Context: an optimization exercise on an open-source flow, tuned for small area, a short achievable clock period and few clock cycles. The choices shown serve that exercise and are no tape-out recipe. Function was checked by simulation only, so behaviour that the tests miss may differ from the original. Power figures rest on the tool's default switching activity, not on a simulated workload.

== run A ==
==> flow/design.v (excerpt) <==
module bmp_row_to_rgb565_blend_top (
    input  logic         aclk,
    input  logic         aresetn,
    input  logic         cfg_valid,
    output logic         cfg_ready,
    input  logic [1:0]   cfg_index,
    input  logic [15:0]  cfg_data,
    input  logic         s_valid,
    output logic         s_ready,
    input  logic [7:0]   s_data_byte,
    output logic         m_valid,
    input  logic         m_ready,
    output logic [15:0]  m_pixel_rgb565,
    output logic         m_row_last
);
    localparam int unsigned D = bmpb_pkg::QUEUE_DEPTH;
    logic [1:0]  fmt;
    logic [11:0] iw, dw;
    logic [15:0] bg;
    assign cfg_ready = 1'b1;
    always_ff @(posedge aclk) begin
        if (!aresetn) begin
            fmt <= bmpb_pkg::RESET_FORMAT;
            iw  <= bmpb_pkg::RESET_IMAGE_WIDTH;
            dw  <= bmpb_pkg::RESET_DISPLAY_WIDTH;
            bg  <= bmpb_pkg::RESET_BACKGROUND;
        end else if (cfg_valid) begin
            case (cfg_index)
                bmpb_pkg::CFG_PIXEL_FORMAT:  fmt <= cfg_data[1:0];
                bmpb_pkg::CFG_IMAGE_WIDTH:   iw  <= cfg_data[11:0];
                bmpb_pkg::CFG_DISPLAY_WIDTH: dw  <= cfg_data[11:0];
                default:                     bg  <= cfg_data;
            endcase
        end
    end
    logic f565, f24;
    logic [1:0] lastb;               
    assign f565  = (fmt == bmpb_pkg::FMT_RGB565);
    assign f24   = (fmt == bmpb_pkg::FMT_BGR24);
    assign lastb = f565 ? 2'd1 : (f24 ? 2'd2 : 2'd3);
    logic [11:0] ediff, st, kp;
    logic [1:0]  pd;
    logic        pd_nz;
    logic        gt_r, st_nz_r, kp_nz_r, odd_r, iw_nz_r;
  ...
Size: ~1300 cells after synthesis, ~200 flip-flops, ~51 I/O pins, roughly 0.012 mm2 of cells after synthesis.
clock: 8.0 ns
lec_check: 0
cap_margin: 20
core_margin: 2
core_utilization: 40
cts_buf_list: sky130_fd_sc_hd__clkbuf_8
setup_slack_margin: 5
slew_margin: 20
run.sh (not shown) runs the stock make flow with config.mk's settings and CLKGATE_MAP_FILE= SYNTH_SCRIPT=/design/flow/synth_recipe.tcl, a recipe that flattens the netlist after the stock synthesis.
Testbench counts of run A, summed over its fixed seeds: cycles 149,051.
### run A -> run B
# run A
export LEC_CHECK = 0
export CAP_MARGIN = 20
export CORE_MARGIN = 2
export CORE_UTILIZATION = 40
export CTS_BUF_LIST = sky130_fd_sc_hd__clkbuf_8
export SETUP_SLACK_MARGIN = 5
export SLEW_MARGIN = 20
create_clock -name core_clock -period 8.0 [get_ports {aclk}]
# run B
export LEC_CHECK = 0
export CAP_MARGIN = 20
export CORE_MARGIN = 2
export CORE_UTILIZATION = 40
export SETUP_SLACK_MARGIN = 5
export SLEW_MARGIN = 20
create_clock -name core_clock -period 8.0 [get_ports {aclk}]
==> flow/flow/run.sh (new file) <==
#!/bin/bash
set -euo pipefail
MARGIN=5.5
sed -e "s/SETUP_SLACK_MARGIN=[0-9.]*/SETUP_SLACK_MARGIN=${MARGIN}/" standard.sh > standard_tight.sh
grep -q "SETUP_SLACK_MARGIN=${MARGIN}" standard_tight.sh
export BUFFER_PORTS_ARGS="-buffer_cell sky130_fd_sc_hd__buf_2"
bash standard_tight.sh > flow_make.log 2>&1
test -s out/final.def
==> flow/standard.sh (new file) <==
#!/bin/bash
# synth_recipe.tcl (not shown) runs the flow's synth.tcl, then flattens the netlist and writes it again
# the make line also repeats each setting of config.mk as NAME=value (left out here)
make -C /OpenROAD-flow-scripts/flow DESIGN_CONFIG=/design/flow/config.mk WORK_HOME=/design/flow/orfs CLKGATE_MAP_FILE= SYNTH_SCRIPT=/design/flow/synth_recipe.tcl "${@:-finish}"
removed: flow/run.sh
Notes after the runs:
From run A to run B the numbers moved as follows: required time of the critical path up 80 ps; number of buffers other than clock buffers in the final layout up 66; number of buffers between clock root and the deepest sink flat; share of flip-flops with an asynchronous set or reset after synthesis flat.
The more densely filled core belongs to run B, not run A.
Clock network latency to the later pin of the worst-skew pair (higher): run A
Compared with run A, run B degrades routed wire length.
Relative to run A, part of the power in the clock network increased by 4.5 points in run B.
Origin of the worst setup path = m_ready: run A; origin of the worst setup path = x2[4]: run B
Met3 usage (higher): run A
In run B, the largest stage delay on the critical path came out 160 ps below the value in run A.
Edits applied to the flow inputs when going from run B to run C:
==> flow/run.sh (new file) <==
#!/bin/bash
# synth_recipe.tcl (not shown) runs the flow's synth.tcl, then flattens the netlist and writes it again
# the make line also repeats each setting of config.mk as NAME=value (left out here)
make -C /OpenROAD-flow-scripts/flow DESIGN_CONFIG=/design/flow/config.mk WORK_HOME=/design/flow/orfs CLKGATE_MAP_FILE= SYNTH_SCRIPT=/design/flow/synth_recipe.tcl finish
removed: flow/flow/run.sh
removed: flow/standard.sh
## What came out
The number of buffers inserted by post-CTS setup repair of run C falls short of that of run B by 43. As far as horizontal extent of the die goes, run C and run B are indistinguishable; the numbers are identical. What run B reported for wire length after detailed routing has to be multiplied by 0.935 to get the figure for run C. Summary of run C over run B: clock power went down, total of plain and repair buffers excluding clock buffers decreased 66. In run C, fmax is lower than in run B. When the final numbers for run C and run B were put side by side, the ratio of total power to cell area turned out to be greater in run B. The cell with the biggest individual delay on the critical path comes out clkdlybuf4s50_1 in one run and fa_2 in the other, namely in run C and run B respectively. Run C reports its start point of the critical path as m_ready while run B reports x2[4]. Maximum resistive drop on vdd delta (run C − run B): favourable. Run C ends up with a wire length of the first global-routing pass that is about 4.6% lower than in run B.
For run D, these inputs were changed with respect to run C:
==> flow/flow/run.sh (new file) <==
#!/bin/bash
set -euo pipefail
MARGIN=5.3
sed -e "s/SETUP_SLACK_MARGIN=[0-9.]*/SETUP_SLACK_MARGIN=${MARGIN}/" standard.sh > standard_tight.sh
grep -q "SETUP_SLACK_MARGIN=${MARGIN}" standard_tight.sh
export BUFFER_PORTS_ARGS="-buffer_cell sky130_fd_sc_hd__buf_2"
bash standard_tight.sh > flow_make.log 2>&1
test -s out/final.def
==> flow/standard.sh (new file) <==
#!/bin/bash
# synth_recipe.tcl (not shown) runs the flow's synth.tcl, then flattens the netlist and writes it again
# the make line also repeats each setting of config.mk as NAME=value (left out here)
make -C /OpenROAD-flow-scripts/flow DESIGN_CONFIG=/design/flow/config.mk WORK_HOME=/design/flow/orfs CLKGATE_MAP_FILE= SYNTH_SCRIPT=/design/flow/synth_recipe.tcl "${@:-finish}"
removed: flow/run.sh
==> comparison <==
- Compared with run C, run D shows a higher power.
- Changes observed in run D relative to run C: worst hold slack up 18 ps; pre-CTS setup slack up 450 ps; share of the core filled with cells in the final layout up 0.77 points; clock slew at the register clock pins of the worst setup and hold paths flat; total wirelength of the detailed-routed design up about 3%.
- Comparing run C and run D, maximum single-stage delay on the critical path is lower on run D.

========
Setup of run 1:
bmp_row_to_rgb565_blend_top again, from the RTL that the note above started with.
==> flow/config.mk <==
export PLATFORM = sky130hd
export DESIGN_NAME = bmp_row_to_rgb565_blend_top
export DESIGN_NICKNAME = bmp_row_to_rgb565_blend_top
export VERILOG_FILES = /design/flow/design.v
export SDC_FILE = /design/flow/constraint.sdc
export NUM_CORES = 4
export LEC_CHECK = 0
export CAP_MARGIN = 20
export CORE_MARGIN = 2
export CORE_UTILIZATION = 40
export SETUP_SLACK_MARGIN = 5
export SLEW_MARGIN = 20
==> flow/constraint.sdc <==
create_clock -name core_clock -period 8.0 [get_ports {aclk}]
set_input_delay 1.6000 -clock core_clock [delete_from_list [all_inputs] [get_ports {aclk}]]
set_output_delay 1.6000 -clock core_clock [all_outputs]
set_load 0.01 [all_outputs]
standard.sh (not shown) runs the stock make flow with config.mk's settings and CLKGATE_MAP_FILE= SYNTH_SCRIPT=/design/flow/synth_recipe.tcl, a recipe that flattens the netlist after the stock synthesis.
==> flow/flow/run.sh <==
#!/bin/bash
set -euo pipefail
MARGIN=5.2
sed -e "s/SETUP_SLACK_MARGIN=[0-9.]*/SETUP_SLACK_MARGIN=${MARGIN}/" standard.sh > standard_tight.sh
grep -q "SETUP_SLACK_MARGIN=${MARGIN}" standard_tight.sh
export BUFFER_PORTS_ARGS="-buffer_cell sky130_fd_sc_hd__buf_2"
bash standard_tight.sh > flow_make.log 2>&1
test -s out/final.def
Run 1 | status: complete | timing, DRC, antenna: pass
Testbench counts of run 1, summed over its fixed seeds: cycles 149,051.
Changes in run 2 relative to run 1:
diff --git a/flow/flow/run.sh b/flow/flow/run.sh
--- a/flow/flow/run.sh
+++ b/flow/flow/run.sh
@@ -1,5 +1,5 @@
 #!/bin/bash
 set -euo pipefail
-MARGIN=5.2
+MARGIN=5.7
 sed -e "s/SETUP_SLACK_MARGIN=[0-9.]*/SETUP_SLACK_MARGIN=${MARGIN}/" standard.sh > standard_tight.sh
 grep -q "SETUP_SLACK_MARGIN=${MARGIN}" standard_tight.sh
Notes after the runs:
- Across both runs, achievable clock frequency was higher for run 2 than for run 1.
- Changes observed in run 2 relative to run 1: number of fillers in the final layout went down 267, number of signal-net buffers in the layout went up about 160%, setup slack went up 64 ps, power went up about 7.5%.
- Run comparison: run 1 destination of the critical timing path ha3[9]; run 2 destination of the critical timing path ha3[8]
Edits applied to the flow inputs when going from run 2 to run 3:
==> flow/flow/run.sh <==
#!/bin/bash
set -euo pipefail
MARGIN=5.3
sed -e "s/SETUP_SLACK_MARGIN=[0-9.]*/SETUP_SLACK_MARGIN=${MARGIN}/" standard.sh > standard_tight.sh
grep -q "SETUP_SLACK_MARGIN=${MARGIN}" standard_tight.sh
export BUFFER_PORTS_ARGS="-buffer_cell sky130_fd_sc_hd__buf_1"
bash standard_tight.sh > flow_make.log 2>&1
test -s out/final.def
Findings:
Run 3 ended with more share of the clock period used by the worst path after layout than run 2.
Compared with run 2, in run 3 switching power as a share of total power went down 0.84 points; clock-buffer cell count now smaller; non-clock buffer count has decreased; largest fanout on the critical path down 2.
NOTE: maximum number of pins on one net before global-route repair in run 3 exceeds that of run 2
Routed wire length ended up 11% lower on run 3 than on run 2.
Summary — number of logic stages on the critical path including buffering, run 3 relative to run 2: higher, by 5.
In the final design statistics, run 3 uses fewer standard cells in total than run 2.
Run 3 and run 2 ended up with roughly the same cell count after placement.

========
== v15 ==
Starting RTL as in the previous note.
Settings: LEC_CHECK=0, CAP_MARGIN=20, CORE_MARGIN=2, CORE_UTILIZATION=30, SETUP_SLACK_MARGIN=5, SLEW_MARGIN=20; clock period 8.0 ns.
==> flow/flow/run.sh <==
#!/bin/bash
set -euo pipefail
MARGIN=5.3
sed -e "s/SETUP_SLACK_MARGIN=[0-9.]*/SETUP_SLACK_MARGIN=${MARGIN}/" standard.sh > standard_tight.sh
grep -q "SETUP_SLACK_MARGIN=${MARGIN}" standard_tight.sh
export BUFFER_PORTS_ARGS="-buffer_cell sky130_fd_sc_hd__buf_2"
bash standard_tight.sh > flow_make.log 2>&1
test -s out/final.def
v15: flow completed, timing, DRC and antenna clean
Testbench counts of v15, summed over its fixed seeds: cycles 149,051.
> inputs changed (v15 -> v28)
# v15
export LEC_CHECK = 0
export CAP_MARGIN = 20
export CORE_MARGIN = 2
export CORE_UTILIZATION = 30
export SETUP_SLACK_MARGIN = 5
export SLEW_MARGIN = 20
create_clock -name core_clock -period 8.0 [get_ports {aclk}]
# v28
export LEC_CHECK = 0
export CAP_MARGIN = 20
export CORE_MARGIN = 2
export CORE_UTILIZATION = 55
export SETUP_SLACK_MARGIN = 5
export SLEW_MARGIN = 20
create_clock -name core_clock -period 8.0 [get_ports {aclk}]
Findings:
Diff v15 -> v28: final cycle utilization of the critical path higher, total detailed-routing wirelength lower.
Looking at worst setup path startpoint, the s_data_byte[1] result is from v15; the y2[1] one comes from v28.
Headroom to the max-slew limit | v28 above v15
No stage failed in v28, and the final checks on the layout all came back clean.
Compared with v15, v28 shows non-clock buffer count that has gone down by a few percent.
Critical path's largest stage delay came out higher on v28 than on v15.
When the final numbers for v15 and v28 were put side by side, the worst setup slack turned out to be greater in v15.
[compare] base=v15 new=v28: instance count on the critical path went up by 3; utilization went up by 28 points; total power consumption of the routed design went down by 0.000012 W; combinational power went up by about 2%.
--- input diff v28..v18 ---
# v28
export LEC_CHECK = 0
export CAP_MARGIN = 20
export CORE_MARGIN = 2
export CORE_UTILIZATION = 55
export SETUP_SLACK_MARGIN = 5
export SLEW_MARGIN = 20
create_clock -name core_clock -period 8.0 [get_ports {aclk}]
# v18
export LEC_CHECK = 0
export CAP_MARGIN = 20
export CORE_MARGIN = 2
export CORE_UTILIZATION = 40
export CTS_BUF_LIST = sky130_fd_sc_hd__clkbuf_4 sky130_fd_sc_hd__clkbuf_8
export CTS_CLUSTER_SIZE = 30
export SETUP_SLACK_MARGIN = 5
export SLEW_MARGIN = 20
create_clock -name core_clock -period 8.0 [get_ports {aclk}]
==> flow/run.sh (new file) <==
#!/bin/bash
# synth_recipe.tcl (not shown) runs the flow's synth.tcl, then flattens the netlist and writes it again
# the make line also repeats each setting of config.mk as NAME=value (left out here)
make -C /OpenROAD-flow-scripts/flow DESIGN_CONFIG=/design/flow/config.mk WORK_HOME=/design/flow/orfs CLKGATE_MAP_FILE= SYNTH_SCRIPT=/design/flow/synth_recipe.tcl finish
removed: flow/flow/run.sh
removed: flow/standard.sh
### Flow results
- v28 finished every step from synthesis to the final layout, and the layout passed the timing, DRC and antenna checks.
- v18 was carried through to the last stage, and its layout satisfied the timing, DRC and antenna checks.
- Diff v18..v28 | switching fraction of total power | negligible
- Compared with v28, v18 shows a lower headroom to the max-slew limit.
- Final instance area came out lower on v18 than on v28.
- [v18] worst hold margin rose 12 ps relative to v28
- Cell count along the critical path: v18 < v28
- Re final-layout clock-cell area share: v18 is 1.2 points down on v28.
- v28 → v18: logic gate share of total power moved down, area of the multi-input gates saw a decrease.

[re-timing with driven ports]
The flow's constraints put no driver on any port. The routed layouts listed below were extracted and timed again, unchanged, in two steps. Step 1 sets driving cells, clkbuf_16 on the clock port and buf_2 on the other inputs (assumed; they add their load-dependent delay and slew). Step 2 also shifts input and output timing later by t, the mid clock arrival at the registers, as if the neighbouring blocks saw the same clock. Slacks: ideal / step 1 / step 2; pairs: ideal / step 1.
run	t (ns)	setup WS [ns]	worst hold slack (ns)	cell pins on the clock port's net
run A	0.520	5.064 / 5.030 / 4.544	0.342 / 0.342 / 0.342	1
run B	0.484	5.282 / 5.282 / 4.825	0.352 / 0.352 / 0.352	1
run C	0.485	5.086 / 5.039 / 4.584	0.336 / 0.336 / 0.336	1
run D	0.479	5.308 / 5.289 / 4.809	0.354 / 0.354 / 0.354	1
run 1	0.491	5.247 / 5.230 / 4.739	0.333 / 0.333 / 0.333	1
run 2	0.486	5.311 / 5.288 / 4.801	0.341 / 0.341 / 0.341	1
run 3	0.476	5.270 / 5.270 / 4.820	0.332 / 0.332 / 0.332	1
v15	0.490	5.277 / 5.276 / 4.786	0.333 / 0.333 / 0.333	1
v28	0.489	5.210 / 5.210 / 4.829	0.330 / 0.330 / 0.330	1
v18	0.520	5.064 / 5.030 / 4.544	0.342 / 0.342 / 0.342	1
After both steps setup and hold are still met in every run listed.
